Source: an optimization exercise on an open RTL-to-GDS flow (aim: small area and a short achievable clock period). Production flows keep margins and buffers that such runs may drop.
Only simulation tests tie the RTL to the original design; equivalence was not proved.
The clock port is modelled as an ideal driver, which makes a skipped or thinned clock tree look cheaper than it is; a real chip needs a root buffer or a tree.
No activity file was given, so power comes from the tool's default toggle rates.

## run A
## signedMultiplier16
module signedMultiplier16 (
  input  logic             clk,
  input  logic             rstN,
  input  multPkg::operandT opA,
  input  multPkg::operandT opB,
  input  logic             inValid,
  output multPkg::productT product,
  output logic             outValid
);
  logic [15:0]               aR;
  logic [7:0]                oneR;
  logic [7:0]                twoR;
  logic [7:0]                negR;
  logic                      prepValid;
  logic [74-1:0]     cutBits;
  operandPrep operandPrep_inst (
    .clk       (clk),
    .rstN      (rstN),
    .opA       (opA),
    .opB       (opB),
    .inValid   (inValid),
    .aR        (aR),
    .oneR      (oneR),
    .twoR      (twoR),
    .negR      (negR),
    .prepValid (prepValid)
  );
  daddaTree8 daddaTree8_inst (
    .aR   (aR),
    .oneR (oneR),
    .twoR (twoR),
    .negR (negR),
    .cutBits (cutBits)
  );
  productMerge productMerge_inst (
    .clk       (clk),
    .rstN      (rstN),
    .cutBits   (cutBits),
    .prepValid (prepValid),
    .product   (product),
    .outValid  (outValid)
  );
endmodule
==> flow/config.mk <==
export PLATFORM = sky130hd
export DESIGN_NAME = signedMultiplier16
export DESIGN_NICKNAME = signedMultiplier16
export VERILOG_FILES = /design/flow/design.v
export SDC_FILE = /design/flow/constraint.sdc
export NUM_CORES = 4
export LEC_CHECK = 0
export CAP_MARGIN = 20
export CORE_MARGIN = 2
export CORE_UTILIZATION = 65
export PLACE_DENSITY = 0.75
export SLEW_MARGIN = 20
export SYNTH_HIERARCHICAL = 1
export SYNTH_MINIMUM_KEEP_SIZE = 0
==> flow/constraint.sdc <==
create_clock -name core_clock -period 8.8 [get_ports {clk}]
set_input_delay 1.7600 -clock core_clock [delete_from_list [all_inputs] [get_ports {clk}]]
set_output_delay 1.7600 -clock core_clock [all_outputs]
set_load 0.01 [all_outputs]
standard.sh (not shown) runs the stock make flow with config.mk's settings and CLKGATE_MAP_FILE= SYNTH_SCRIPT=/design/flow/synth_recipe.tcl, a recipe that flattens the netlist after the stock synthesis.
==> flow/flow/run.sh <==
#!/bin/bash
# standard synthesis and layout, except:
# - the port buffers are the smallest buffer instead of a delay cell,
# - the clock tree is a balanced two-level tree built by flow/clock_tree.tcl
#   (clk port -> 4 root buffers -> one buffer per k-means cluster of flip-flops)
#   in place of TritonCTS.
set -euo pipefail
export FLOW_CLOCK_TREE="12 4 sky130_fd_sc_hd__buf_8 sky130_fd_sc_hd__buf_8"
bash standard.sh SETUP_SLACK_MARGIN=6.2 "BUFFER_PORTS_ARGS=-buffer_cell sky130_fd_sc_hd__buf_1" \
  PRE_CTS_TCL=$PWD/flow/clock_tree.tcl finish > flow_make.log 2>&1
==> flow/flow/clock_tree.tcl <==

# k-means on a list of {x y} points; returns {centres assignment}
proc my_kmeans {pts k} {
  set n [llength $pts]
  set cent {}
  set sorted [lsort -real -index 0 $pts]
  for {set i 0} {$i < $k} {incr i} {
    lappend cent [lindex $sorted [expr {int(($i + 0.5) * $n / $k)}]]
  }
  for {set iter 0} {$iter < 50} {incr iter} {
    set assign {}
    foreach p $pts {
      set best 0; set bd 1e30
      for {set i 0} {$i < $k} {incr i} {
        set c [lindex $cent $i]
        set d [expr {abs([lindex $p 0] - [lindex $c 0]) + abs([lindex $p 1] - [lindex $c 1])}]
        if {$d < $bd} { set bd $d; set best $i }
      }
      lappend assign $best
    }
    set newc {}
    for {set i 0} {$i < $k} {incr i} {
      set sx 0; set sy 0; set m 0
      foreach p $pts a $assign {
        if {$a == $i} { set sx [expr {$sx + [lindex $p 0]}]; set sy [expr {$sy + [lindex $p 1]}]; incr m }
      }
      if {$m > 0} { lappend newc [list [expr {$sx / $m}] [expr {$sy / $m}]] } else { lappend newc [lindex $cent $i] }
    }
    set cent $newc
  }
  return [list $cent $assign]
}

proc my_place_buffer {block master name x y innet outname} {
  set inst [odb::dbInst_create $block $master $name]
  $inst setLocation [expr {int($x)}] [expr {int($y)}]
  $inst setPlacementStatus PLACED
  set net [odb::dbNet_create $block $outname]
  $net setSigType CLOCK
  [$inst findITerm A] connect $innet
  [$inst findITerm X] connect $net
  return $net
}

proc my_clock_tree {nleaves nroots rootcell leafcell} {
  set block [ord::get_db_block]
  set db [ord::get_db]
  set clknet [$block findNet clk]
  set sinks [$clknet getITerms]
  set pts {}
  foreach it $sinks {
    set b [[$it getInst] getBBox]
    lappend pts [list [expr {([$b xMin] + [$b xMax]) / 2.0}] [expr {([$b yMin] + [$b yMax]) / 2.0}]]
  }
  lassign [my_kmeans $pts $nleaves] lcent lassign
  lassign [my_kmeans $lcent $nroots] rcent rassign
  set rmaster [$db findMaster $rootcell]
  set lmaster [$db findMaster $leafcell]
  foreach it $sinks { $it disconnect }
  set rootnets {}
  for {set r 0} {$r < $nroots} {incr r} {
    set c [lindex $rcent $r]
    lappend rootnets [my_place_buffer $block $rmaster "clkbuf_root_$r" [lindex $c 0] [lindex $c 1] $clknet "clknet_root_$r"]
  }
  for {set k 0} {$k < $nleaves} {incr k} {
    set c [lindex $lcent $k]
    set net [my_place_buffer $block $lmaster "clkbuf_leaf_$k" [lindex $c 0] [lindex $c 1] \
      [lindex $rootnets [lindex $rassign $k]] "clknet_leaf_$k"]
    foreach it $sinks a $lassign {
      if {$a == $k} { $it connect $net }
    }
  }
}

# Used as ORFS's PRE_CTS_TCL hook: build the tree here, and leave the CTS step's
# clock_tree_synthesis call nothing to do.
if {[info exists ::env(FLOW_CLOCK_TREE)]} {
  my_clock_tree {*}$::env(FLOW_CLOCK_TREE)
  set_propagated_clock [all_clocks]
  proc clock_tree_synthesis {args} { puts "clock tree built by flow/clock_tree.tcl" }
}
The following lists how run B was set up differently from run A:
# run A
export LEC_CHECK = 0
export CAP_MARGIN = 20
export CORE_MARGIN = 2
export CORE_UTILIZATION = 65
export PLACE_DENSITY = 0.75
export SLEW_MARGIN = 20
export SYNTH_HIERARCHICAL = 1
export SYNTH_MINIMUM_KEEP_SIZE = 0
create_clock -name core_clock -period 8.8 [get_ports {clk}]
# run B
export LEC_CHECK = 0
export ABC_AREA = 1
export CAP_MARGIN = 20
export CORE_MARGIN = 2
export CORE_UTILIZATION = 65
export PLACE_DENSITY = 0.75
export SLEW_MARGIN = 20
export SYNTH_HIERARCHICAL = 1
export SYNTH_MINIMUM_KEEP_SIZE = 0
create_clock -name core_clock -period 8.8 [get_ports {clk}]
--- a/flow/flow/run.sh
+++ b/flow/flow/run.sh
@@ -6,5 +6,5 @@
 #   in place of TritonCTS.
 set -euo pipefail
-export FLOW_CLOCK_TREE="12 4 sky130_fd_sc_hd__buf_8 sky130_fd_sc_hd__buf_8"
+export FLOW_CLOCK_TREE="12 4 sky130_fd_sc_hd__clkbuf_8 sky130_fd_sc_hd__clkbuf_8"
 bash standard.sh SETUP_SLACK_MARGIN=6.2 "BUFFER_PORTS_ARGS=-buffer_cell sky130_fd_sc_hd__buf_1" \
   PRE_CTS_TCL=$PWD/flow/clock_tree.tcl finish > flow_make.log 2>&1
## What came out
When the final numbers for run A and run B were put side by side, the final area turned out to be smaller in run A.
Run B ended with less power than run A.
Run B gives less worst IR drop on VDD than run A did.
STATUS power dissipated in the clock network: run B wins against run A
Changes in run C relative to run B:
# run B
export LEC_CHECK = 0
export ABC_AREA = 1
export CAP_MARGIN = 20
export CORE_MARGIN = 2
export CORE_UTILIZATION = 65
export PLACE_DENSITY = 0.75
export SLEW_MARGIN = 20
export SYNTH_HIERARCHICAL = 1
export SYNTH_MINIMUM_KEEP_SIZE = 0
create_clock -name core_clock -period 8.8 [get_ports {clk}]
# run C
export LEC_CHECK = 0
export CAP_MARGIN = 20
export CORE_MARGIN = 2
export CORE_UTILIZATION = 65
export PLACE_DENSITY = 0.75
export SLEW_MARGIN = 20
export SYNTH_HIERARCHICAL = 1
export SYNTH_MINIMUM_KEEP_SIZE = 0
create_clock -name core_clock -period 8.8 [get_ports {clk}]
--- a/flow/flow/run.sh
+++ b/flow/flow/run.sh
@@ -6,5 +6,5 @@
 #   in place of TritonCTS.
 set -euo pipefail
-export FLOW_CLOCK_TREE="12 4 sky130_fd_sc_hd__clkbuf_8 sky130_fd_sc_hd__clkbuf_8"
+export FLOW_CLOCK_TREE="16 4 sky130_fd_sc_hd__clkbuf_8 sky130_fd_sc_hd__clkbuf_8"
 bash standard.sh SETUP_SLACK_MARGIN=6.2 "BUFFER_PORTS_ARGS=-buffer_cell sky130_fd_sc_hd__buf_1" \
   PRE_CTS_TCL=$PWD/flow/clock_tree.tcl finish > flow_make.log 2>&1
==> comparison <==
Going from run B to run C, routed length per instance grew by more than 10%.
Comparing run B and run C, the lower final standard cell count with taps included and fillers excluded was measured on run C.
Looking at total power across both flows, run C is the weaker of the two, with run B ahead.
Compared with run B, run C shows synthesis-to-finish area growth higher by 4.0 points.
A worst setup path endpoint of productMerge_inst.cutR[14]$_DFF_P_ is what run B shows, while productMerge_inst.product[26]$_DFF_P_ belongs to run C.
| worst-skew pair later-pin latency | run C vs run B | 0.02 ns lower |
Worst setup slack, run B and run C: smaller value in run C
Run C ends up with a global-route usage that is 5.7 points lower than in run B.
Comparing run B and run C, the lower arrival time at the worst endpoint is on run B.
Between run B and run C, the flow reports detailed-routed wire length on met2 decreasing by more than a quarter.
Where area of all placed cells without fillers is concerned, run B is outperformed by run C.
Going from run B to run C, number of inserted filler cells in the final layout shrank by more than a quarter.
The following lists how run D was set up differently from run C:
--- a/flow/flow/run.sh
+++ b/flow/flow/run.sh
@@ -6,5 +6,5 @@
 #   in place of TritonCTS.
 set -euo pipefail
-export FLOW_CLOCK_TREE="16 4 sky130_fd_sc_hd__clkbuf_8 sky130_fd_sc_hd__clkbuf_8"
+export FLOW_CLOCK_TREE="12 4 sky130_fd_sc_hd__clkbuf_8 sky130_fd_sc_hd__clkbuf_8"
 bash standard.sh SETUP_SLACK_MARGIN=6.2 "BUFFER_PORTS_ARGS=-buffer_cell sky130_fd_sc_hd__buf_1" \
   PRE_CTS_TCL=$PWD/flow/clock_tree.tcl finish > flow_make.log 2>&1
## What came out
Final critical-path share of the clock period (run D over run C): decrease, 0.74 points
Compared with run C, run D shows a final cell area excluding filler cells that is 76 um2 lower.
Cmp run C and run D / time the final worst path needs with I/O delays and setup / higher: run C
Multi-input combinational area share up 0.60 points in run D wrt run C
In every run of this note, the design's own scripts or RTL, not TritonCTS, make the clock network.

[static timing again, ports no longer ideal]
How much do the figures lean on ideal ports? The routed layouts below were timed once more, with nothing changed but the port constraints.
Step 1, drivers: a clkbuf_16 drives clk and a buf_2 each remaining input, both assumed.
Step 2, shift: input delay + t, output delay - t, t = (earliest + latest rising clock arrival at the registers) / 2. This alone moves slack from input paths to output paths.
Three values: ideal ports, drivers, drivers and shift; two values: the first two.
| run | shift t [ns] | setup slack, ns | clock arrival spread, ns |
|---|---|---|---|
| run A | 0.310 | 6.239 / 6.239 / 6.239 | 0.036 / 0.035 |
| run B | 0.376 | 6.235 / 6.175 / 6.235 | 0.059 / 0.059 |
| run C | 0.357 | 6.201 / 6.186 / 6.201 | 0.027 / 0.027 |
| run D | 0.351 | 6.266 / 6.195 / 6.266 | 0.037 / 0.038 |
After both steps setup and hold are still met in every run listed.
